This is an optimization exercise on Yosys and OpenROAD, whose aim is small area, not a production implementation.
Function was checked by simulation only, so behaviour that the tests miss may differ from the original.
No activity file was given, so power comes from the tool's default toggle rates.

## v6
// regfile_clr
module regfile_clr #(
    parameter int DATA_W = 32,
    parameter int ADDR_W = 5
) (
    input  logic              clk,
    input  logic              reset,
    input  logic              clear,
    input  logic [ADDR_W-1:0] rd_addr_a,
    input  logic [ADDR_W-1:0] rd_addr_b,
    output logic [DATA_W-1:0] rd_data_a,
    output logic [DATA_W-1:0] rd_data_b,
    input  logic              wr_en,
    input  logic [ADDR_W-1:0] wr_addr,
    input  logic [DATA_W-1:0] wr_data,
    output logic              ready
);
Size: about 4300 cells after synthesis, roughly 1100 flip-flops, roughly 120 I/O pins.
clock: 5.0 ns
lec_check: 0
cap_margin: 20
core_margin: 2
core_utilization: 40
cts_buf_list: sky130_fd_sc_hd__clkbuf_8
cts_cluster_diameter: 60
cts_cluster_size: 16
slew_margin: 20
run.sh (not shown) runs the stock make flow with config.mk's settings and CLKGATE_MAP_FILE= SYNTH_SCRIPT=/design/flow/synth_recipe.tcl, a recipe that flattens the netlist after the stock synthesis.
Status v6: flow complete, layout not clean - negative setup slack
Relative to v6, the following input files were edited for v7:
Settings: CTS_BUF_LIST changed from sky130_fd_sc_hd__clkbuf_8 to sky130_fd_sc_hd__clkbuf_16; CTS_CLUSTER_SIZE changed from 16 to 28; CTS_CLUSTER_DIAMETER changed from 60 to 80.
==> flow/flow/run.sh (new file) <==
#!/bin/bash
# Own layout flow: the standard flow (standard synthesis unchanged), with the port buffers
# made from the smallest buffer and clock tree synthesis without dummy loads.
set -euo pipefail
export BUFFER_PORTS_ARGS="-buffer_cell sky130_fd_sc_hd__buf_1"
export CTS_ARGS="-sink_clustering_enable -repair_clock_nets -sink_clustering_size 28 -sink_clustering_max_diameter 80 -buf_list sky130_fd_sc_hd__clkbuf_16 -dont_use_dummy_load"
bash standard.sh > standard_flow.log 2>&1
==> flow/standard.sh (new file) <==
#!/bin/bash
# synth_recipe.tcl (not shown) runs the flow's synth.tcl, then flattens the netlist and writes it again
# the make line also repeats each setting of config.mk as NAME=value (left out here)
make -C /OpenROAD-flow-scripts/flow DESIGN_CONFIG=/design/flow/config.mk WORK_HOME=/design/flow/orfs CLKGATE_MAP_FILE= SYNTH_SCRIPT=/design/flow/synth_recipe.tcl "${@:-finish}"
removed: flow/run.sh
### Flow results
- v7 | stages: all done | timing, DRC, antenna: all pass
- Worst hold-check path type = primary input to async pin: v7; worst hold-check path type = register to register: v6
- Going from v6 to v7, routed wire length grew by a few percent.
- Looking only at instance area at placement, and setting everything else aside, the lower value of v6 and v7 goes to v7.
- v7 vs. v6: wire length of the first global-routing pass went up by 2.9%.

========
== alpha ==
Another version of the RTL of regfile_clr (not shown whole).
Size in the first run: about 4,100 cells after synthesis, ~1,100 flip-flops, ~0.041 mm^2 of cells after synthesis.
==> flow/config.mk <==
export PLATFORM = sky130hd
export DESIGN_NAME = regfile_clr
export DESIGN_NICKNAME = regfile_clr
export VERILOG_FILES = /design/flow/design.v
export SDC_FILE = /design/flow/constraint.sdc
export NUM_CORES = 4
export LEC_CHECK = 0
export CAP_MARGIN = 20
export CORE_MARGIN = 2
export CORE_UTILIZATION = 50
export CTS_BUF_LIST = sky130_fd_sc_hd__clkbuf_16
export CTS_CLUSTER_DIAMETER = 80
export CTS_CLUSTER_SIZE = 28
export SLEW_MARGIN = 20
export SYNTH_HIERARCHICAL = 1
export SYNTH_MINIMUM_KEEP_SIZE = 0
==> flow/constraint.sdc <==
create_clock -name core_clock -period 5.0 [get_ports {clk}]
set_input_delay 1.0000 -clock core_clock [delete_from_list [all_inputs] [get_ports {clk}]]
set_output_delay 1.0000 -clock core_clock [all_outputs]
set_load 0.01 [all_outputs]
standard.sh (not shown) runs the stock make flow with config.mk's settings and CLKGATE_MAP_FILE= SYNTH_SCRIPT=/design/flow/synth_recipe.tcl, a recipe that flattens the netlist after the stock synthesis.
==> flow/flow/run.sh <==
#!/bin/bash
# Own layout flow: the standard flow (standard synthesis unchanged), with the port buffers
# made from the smallest buffer and clock tree synthesis without dummy loads.
set -euo pipefail
export BUFFER_PORTS_ARGS="-buffer_cell sky130_fd_sc_hd__buf_1"
export CTS_ARGS="-sink_clustering_enable -repair_clock_nets -sink_clustering_size 28 -sink_clustering_max_diameter 80 -buf_list sky130_fd_sc_hd__clkbuf_16 -dont_use_dummy_load"
bash standard.sh > standard_flow.log 2>&1
The final layout from alpha, which completed every stage, passed the timing, DRC and antenna checks at the end of the flow.
The inputs of beta differ from those of alpha as listed below.
- CORE_UTILIZATION: 50 -> 40
==> comparison <==
Delta (beta minus alpha): number of cells on the critical path saw a decrease; routed length on met3 saw a decrease; wire length fell about 0.9%; fmax shows an increase of about 2.6%. Looking at beta and alpha, the sequential share of layout area is a wash. Side by side, die outline area turned out higher in beta than in alpha. | via count | beta vs alpha | better |. Slack of the worst reg-to-reg path, beta and alpha: smaller value in beta. Final cell count without fillers: beta vs alpha up about 5%. Looking at clock share of power, beta sits above alpha.

separate check: timing with driven ports:
The results above use ideal ports. As a check the final layouts listed here were re-extracted and re-timed, cells and wires unchanged.
Step 1: set_driving_cell puts a clkbuf_16 on clk and a buf_2 on each other input, an assumption about the parent block.
Step 2, shift: input delay + t, output delay - t, t = (earliest + latest rising clock arrival at the registers) / 2. This alone moves slack from input paths to output paths.
a / b / c = ideal / step 1 / step 2; a / b = the first two.
run | t, ns | setup WS [ns] | hold slack, ns | worst setup path after step 2 | pins driven straight from the clock port
v6 | 0.843 | -0.025 / -0.091 / 0.752 | 0.463 / 0.463 / 0.463 | register to output | 1
v7 | 0.719 | 0.196 / 0.119 / 0.838 | 0.324 / 0.267 / 0.460 | register to output | 1
alpha | 0.714 | 0.048 / -0.023 / 0.690 | 0.249 / 0.198 / 0.475 | register to output | 1
beta | 0.715 | 0.174 / 0.102 / 0.817 | 0.473 / 0.465 / 0.473 | register to output | 1
